This design comes from an exercise in tuning for small area, a short achievable clock period and few clock cycles per item on the open sky130 flow, not from production work. At most, simulation tests tie the RTL to the original design; equivalence was not proved.

==> flow/design.v (excerpt) <==
module bch_decoder (
	input                      clk,
	input                      rstn,
	input                      i_set,
	input  [1:0]               i_code,
	input  [8-1:0]   i_data,
	output                     o_ready,
	output                     o_finish,
	output [8-1:0]    o_odata
);
Size: about 690 cells after synthesis, about 70 flip-flops.
export LEC_CHECK = 0
export CAP_MARGIN = 20
export CORE_MARGIN = 2
export CORE_UTILIZATION = 40
export CTS_BUF_LIST = sky130_fd_sc_hd__clkbuf_2 sky130_fd_sc_hd__clkbuf_4 sky130_fd_sc_hd__clkbuf_8
export SLEW_MARGIN = 20
create_clock -name core_clock -period 10.0 [get_ports {clk}]
standard.sh (not shown) runs the stock make flow with config.mk's settings and CLKGATE_MAP_FILE= SYNTH_SCRIPT=/design/flow/synth_recipe.tcl, a recipe that flattens the netlist after the stock synthesis.
==> flow/flow/run.sh <==
#!/bin/bash
# Standard layout, with timing repair aiming for 7 ns of setup slack at the
# 10 ns clock, so the paths are optimised for a shorter achieved period.
set -euo pipefail
bash standard.sh SETUP_SLACK_MARGIN=7 finish > make_finish.log 2>&1
Testbench counts at the start, summed over its fixed seeds: cycles 14,902, frames 512.
Change:
==> flow/flow/run.sh (replaced) <==
#!/bin/bash
# Standard layout, with timing repair aiming for 7.1 ns of setup slack at the
# 10 ns clock, so the paths are optimised for a shorter achieved period.
set -euo pipefail
bash standard.sh SETUP_SLACK_MARGIN=7.1 finish > make_finish.log 2>&1
What happened:
- The changed run passed the timing, DRC and antenna checks
- die area is unchanged
- setup slack stays flat
- fmax barely changes
- via count grows slightly
- cell count grows slightly
- clock skew is about the same

---

## north
bch_decoder, a different RTL version from the one above (not shown whole).
For scale: roughly 70 flip-flops, about 23 I/O pins.
clock: 10.0 ns
lec_check: 0
cap_margin: 20
core_margin: 2
core_utilization: 40
cts_buf_list: sky130_fd_sc_hd__clkbuf_2 sky130_fd_sc_hd__clkbuf_4 sky130_fd_sc_hd__clkbuf_8
cts_cluster_diameter: 200
cts_cluster_size: 30
slew_margin: 20
==> flow/flow/run.sh <==
#!/bin/bash
# Standard layout, with timing repair aiming for 7 ns of setup slack at the
# 10 ns clock, so the paths are optimised for a shorter achieved period.
set -euo pipefail
bash standard.sh SETUP_SLACK_MARGIN=7 finish > make_finish.log 2>&1
Testbench counts of north, summed over its fixed seeds: cycles 14,575, frames 512.
## Diff of input files: south against north
- CTS_BUF_LIST: sky130_fd_sc_hd__clkbuf_2 sky130_fd_sc_hd__clkbuf_4 sky130_fd_sc_hd__clkbuf_8 -> unset
- CTS_CLUSTER_DIAMETER: 200 -> unset
- CTS_CLUSTER_SIZE: 30 -> unset
==> flow/flow/run.sh <==
#!/bin/bash
# Standard layout, with timing repair aiming for 7.5 ns of setup slack at the
# 10 ns clock, so the paths are optimised for a shorter achieved period.
set -euo pipefail
bash standard.sh SETUP_SLACK_MARGIN=7.5 finish > make_finish.log 2>&1
Results
Comparing the two runs side by side, south comes out behind north on design area. ~same clock buffer count in the final layout in south and north. From south to north, hold violation count in the final report did not move at all. Period utilization ends up lower on south. From north to south the numbers moved as follows: met1 layer wirelength in the final routing +about 2%; fmax higher. south: PASS, flow complete, no timing, DRC or antenna violations. Higher utilization goes to south over north. The higher total detailed-routing wirelength came out of south.

---

== JK ==
Another version of the RTL of bch_decoder (not shown whole).
Size: ~760 cells after synthesis, ~64 flip-flops, roughly 23 I/O pins.
==> flow/design.v (excerpt) <==
module bch_decoder (
	input                      clk,
	input                      rstn,
	input                      i_set,
	input  [1:0]               i_code,
	input  [8-1:0]   i_data,
	output                     o_ready,
	output                     o_finish,
	output [8-1:0]    o_odata
);
export LEC_CHECK = 0
export CAP_MARGIN = 20
export CORE_MARGIN = 2
export CORE_UTILIZATION = 40
export SLEW_MARGIN = 20
create_clock -name core_clock -period 10.0 [get_ports {clk}]
==> flow/flow/run.sh <==
#!/bin/bash
# Standard layout, with timing repair aiming for 7 ns of setup slack at the
# 10 ns clock, so the paths are optimised for a shorter achieved period.
set -euo pipefail
bash standard.sh SETUP_SLACK_MARGIN=7 finish > make_finish.log 2>&1
Testbench counts of JK, summed over its fixed seeds: cycles 14,414, frames 512.
#### Input delta (MS over JK)
==> flow/flow/run.sh <==
#!/bin/bash
# Standard layout, with timing repair aiming for 6.5 ns of setup slack at the
# 10 ns clock, so the paths are optimised for a shorter achieved period.
set -euo pipefail
bash standard.sh SETUP_SLACK_MARGIN=6.5 finish > make_finish.log 2>&1
==> comparison <==
The maximum clock frequency of MS is lower than that of JK.
diff inputs: MS => AL
-- flow/config.mk --
<<< MS, line 10
export CORE_UTILIZATION = 40
>>> AL, line 10
export CORE_UTILIZATION = 60
### Flow results
- Remaining global-route overflow came out exactly the same in AL and MS.
- AL: maximum single-stage delay on the critical path lower than MS
- Number of non-clock buffers in the layout (higher): AL
- In AL the fmax turned out about 0.44% lower than in MS.
- [compare] base=MS new=AL: worst hold margin went up.
- Compared AL against MS; worst endpoint required time within noise.
- From MS to AL the numbers moved as follows: share of the core filled with cells higher.
- The number of vias per cell after detailed routing in AL sits 0.59 above the value recorded for MS.

---

Starting RTL as in the previous note.
## bch_decoder
module bch_decoder (
	input                      clk,
	input                      rstn,
	input                      i_set,
	input  [1:0]               i_code,
	input  [8-1:0]   i_data,
	output                     o_ready,
	output                     o_finish,
	output [8-1:0]    o_odata
);
Settings: LEC_CHECK=0, CAP_MARGIN=20, CORE_MARGIN=2, CORE_UTILIZATION=40, SLEW_MARGIN=20, TNS_END_PERCENT=10; clock period 10.0 ns.
==> flow/flow/run.sh <==
#!/bin/bash
# Standard layout, with timing repair aiming for 6.5 ns of setup slack at the
# 10 ns clock, so the paths are optimised for a shorter achieved period.
set -euo pipefail
bash standard.sh SETUP_SLACK_MARGIN=6.5 finish > make_finish.log 2>&1
Testbench counts at the start, summed over its fixed seeds: cycles 14,414, frames 512.
==> next run, changes <==
==> flow/flow/run.sh (replaced) <==
#!/bin/bash
# Standard layout, with timing repair aiming for 6 ns of setup slack at the
# 10 ns clock, so the paths are optimised for a shorter achieved period.
set -euo pipefail
bash standard.sh SETUP_SLACK_MARGIN=6 finish > make_finish.log 2>&1
--- a/flow/config.mk
+++ b/flow/config.mk
@@ -10,3 +10,2 @@
 export CORE_UTILIZATION = 40
 export SLEW_MARGIN = 20
-export TNS_END_PERCENT = 10
Outcome:
- The new run produced a clean layout
- non-clock buffer count drops by 23
- routed wire length drops by 7.3%
- via count went down by 3.7%
- area after synthesis is unchanged
- synthesized cell count is unchanged

---

Another version of the RTL of bch_decoder (not shown whole).
Size: about 740 cells after synthesis, about 70 flip-flops, about 23 I/O pins, ~6200 um^2 of cells after synthesis.
Settings: LEC_CHECK=0, CAP_MARGIN=20, CORE_MARGIN=2, CORE_UTILIZATION=40, CTS_BUF_LIST=sky130_fd_sc_hd__clkbuf_2 sky130_fd_sc_hd__clkbuf_4 sky130_fd_sc_hd__clkbuf_8, SLEW_MARGIN=20; clock period 10.0 ns.
==> flow/flow/run.sh <==
#!/bin/bash
# Standard layout, with timing repair aiming for 7.1 ns of setup slack at the
# 10 ns clock, so the paths are optimised for a shorter achieved period.
set -euo pipefail
bash standard.sh SETUP_SLACK_MARGIN=7.1 finish > make_finish.log 2>&1
Edit:
==> flow/flow/run.sh (replaced) <==
#!/bin/bash
# Standard layout, with timing repair aiming for 7 ns of setup slack at the
# 10 ns clock, so the paths are optimised for a shorter achieved period.
set -euo pipefail
bash standard.sh SETUP_SLACK_MARGIN=7 finish > make_finish.log 2>&1
Outcome: Sequential share of layout area rises by 0.24 points; cell area drops by 0.87%; count of clock-buffer cells in the layout goes down by 2; die area stays the same; utilization shrinks by 0.40 points; non-clock buffer count drops by 11; synthesized cell count does not change; wire length falls by 1.4%; area after synthesis does not change.
No run of this note included a check of the RTL's function; only the layout flow was run.

---

== wip/tundra ==
Another version of the RTL of bch_decoder (not shown whole).
Size: ~800 cells after synthesis, about 58 flip-flops, ~23 I/O pins, roughly 6400 um2 of cells after synthesis.
Design bch_decoder, start of the top module:
module bch_decoder (
	input                      clk,
	input                      rstn,
	input                      i_set,
	input  [1:0]               i_code,
	input  [8-1:0]   i_data,
	output                     o_ready,
	output                     o_finish,
	output [8-1:0]    o_odata
);
clock: 10.0 ns
lec_check: 0
abc_clock_period_in_ps: 3000
cap_margin: 20
core_margin: 2
core_utilization: 40
setup_slack_margin: 5
slew_margin: 20
run.sh (not shown) runs the stock make flow with config.mk's settings and CLKGATE_MAP_FILE= SYNTH_SCRIPT=/design/flow/synth_recipe.tcl, a recipe that flattens the netlist after the stock synthesis.
Stock flow here: none of the scripts above is used.
The inputs of wip/amber differ from those of wip/tundra as listed below.
- ABC_CLOCK_PERIOD_IN_PS now 10000, was 3000
## What came out
wip/amber | stages: all done | timing, DRC, antenna: all pass. Reported for wip/tundra and wip/amber, total instance count after detailed placement turned out identical to the last digit. Per the comparison of wip/amber with wip/tundra, largest net degree at the start of global routing was more or less identical, number of buffer and inverter instances along the worst setup path was more or less identical, count of cells along the worst hold path was more or less identical.
[inputs] wip/juniper vs wip/amber
- a deleted SETUP_SLACK_MARGIN that had been 5
- a deleted ABC_CLOCK_PERIOD_IN_PS that had been 10000
==> flow/flow/run.sh (new file) <==
#!/bin/bash
# Standard layout, with timing repair aiming for 7 ns of setup slack at the
# 10 ns clock, so the paths are optimised for a shorter achieved period.
set -euo pipefail
bash standard.sh SETUP_SLACK_MARGIN=7 finish > make_finish.log 2>&1
==> flow/standard.sh (new file) <==
#!/bin/bash
# synth_recipe.tcl (not shown) runs the flow's synth.tcl, then flattens the netlist and writes it again
# the make line also repeats each setting of config.mk as NAME=value (left out here)
make -C /OpenROAD-flow-scripts/flow DESIGN_CONFIG=/design/flow/config.mk WORK_HOME=/design/flow/orfs CLKGATE_MAP_FILE= SYNTH_SCRIPT=/design/flow/synth_recipe.tcl "${@:-finish}"
removed: flow/run.sh
Notes after the runs:
On global-route usage: between wip/juniper and wip/amber, it ends up lower for wip/amber.
Maximum number of pins on one net before global-route repair: wip/juniper vs wip/amber identical
Re buffer count excluding the clock tree in the final layout: wip/juniper and wip/amber aren't equal, and the higher value belongs to wip/juniper.
Relative to wip/amber, post-route core utilization has increased by 7.5 points in wip/juniper.
The routed wire length of wip/juniper exceeds that of wip/amber by about 10%.
| worst hold slack | lower: wip/juniper |
Looking at wip/juniper and wip/amber, the sequential standard cell area is a wash.
Comparing wip/juniper against wip/amber, there is no change at all in count of endpoints failing setup in the final report.
wip/amber ended up with fewer cell instances than wip/juniper did.
Inputs modified between wip/juniper and wip/harbor:
==> flow/flow/run.sh <==
#!/bin/bash
# Standard layout, with timing repair aiming for 6 ns of setup slack at the
# 10 ns clock, so the paths are optimised for a shorter achieved period.
set -euo pipefail
bash standard.sh SETUP_SLACK_MARGIN=6 finish > make_finish.log 2>&1
Results
From wip/juniper to wip/harbor the numbers moved as follows: fmax went down 11 MHz; non-clock buffer count went down 47. The share of the core filled with cells in the final layout reported for wip/harbor is smaller than that of wip/juniper by 4.3 points.
Function was not checked in any run of this note: the RTL went through the layout flow alone.

[static timing again, ports no longer ideal]
No port has a modelled driver above. Below, the same layouts with a new extraction and two added sets of constraints.
Step 1, drivers: a clkbuf_16 drives clk and a buf_2 each remaining input, both assumed.
Step 2, shift: input delay + t, output delay - t, t = (earliest + latest rising clock arrival at the registers) / 2. This alone moves slack from input paths to output paths.
a / b / c = ideal ports / drivers / drivers and shift; a / b = the first two.
run | t (ns) | slack for setup (ns) | hold slack, ns | worst register clock-pin slew, ns | cell pins on the clock port's net
the first run of note 1 | 0.401 | 6.880 / 6.847 / 6.911 | 0.440 / 0.440 / 0.440 | 0.08 / 0.08 | 1
the second run of note 1 | 0.399 | 6.880 / 6.847 / 6.909 | 0.442 / 0.442 / 0.442 | 0.08 / 0.08 | 1
north | 0.414 | 6.884 / 6.848 / 6.865 | 0.444 / 0.444 / 0.444 | 0.09 / 0.09 | 1
south | 0.386 | 6.909 / 6.869 / 7.175 | 0.434 / 0.434 / 0.434 | 0.07 / 0.07 | 1
JK | 0.365 | 6.626 / 6.591 / 6.745 | 0.378 / 0.378 / 0.378 | 0.06 / 0.06 | 1
MS | 0.365 | 6.527 / 6.488 / 6.586 | 0.376 / 0.376 / 0.376 | 0.06 / 0.06 | 1
AL | 0.384 | 6.511 / 6.476 / 6.575 | 0.410 / 0.410 / 0.410 | 0.08 / 0.08 | 1
the first run of note 4 | 0.364 | 6.308 / 6.270 / 6.578 | 0.376 / 0.376 / 0.376 | 0.06 / 0.06 | 1
the second run of note 4 | 0.366 | 6.112 / 6.074 / 6.254 | 0.375 / 0.375 / 0.375 | 0.06 / 0.06 | 1
the first run of note 5 | 0.405 | 6.952 / 6.914 / 6.893 | 0.437 / 0.437 / 0.437 | 0.08 / 0.08 | 1
the second run of note 5 | 0.402 | 6.882 / 6.882 / 6.881 | 0.429 / 0.429 / 0.429 | 0.09 / 0.09 | 1
wip/tundra | 0.381 | 5.364 / 5.324 / 5.366 | 0.534 / 0.534 / 0.534 | 0.05 / 0.05 | 1
wip/amber | 0.381 | 5.364 / 5.324 / 5.366 | 0.534 / 0.534 / 0.534 | 0.05 / 0.05 | 1
wip/juniper | 0.380 | 6.088 / 6.088 / 6.088 | 0.525 / 0.525 / 0.525 | 0.05 / 0.05 | 1
wip/harbor | 0.380 | 5.912 / 5.912 / 5.912 | 0.525 / 0.525 / 0.525 | 0.06 / 0.06 | 1
After both steps every run listed still meets setup and hold. For the first run of note 5, which loses most, drivers alone change the setup slack by -0.038 ns; drivers and shift together by -0.059 ns.
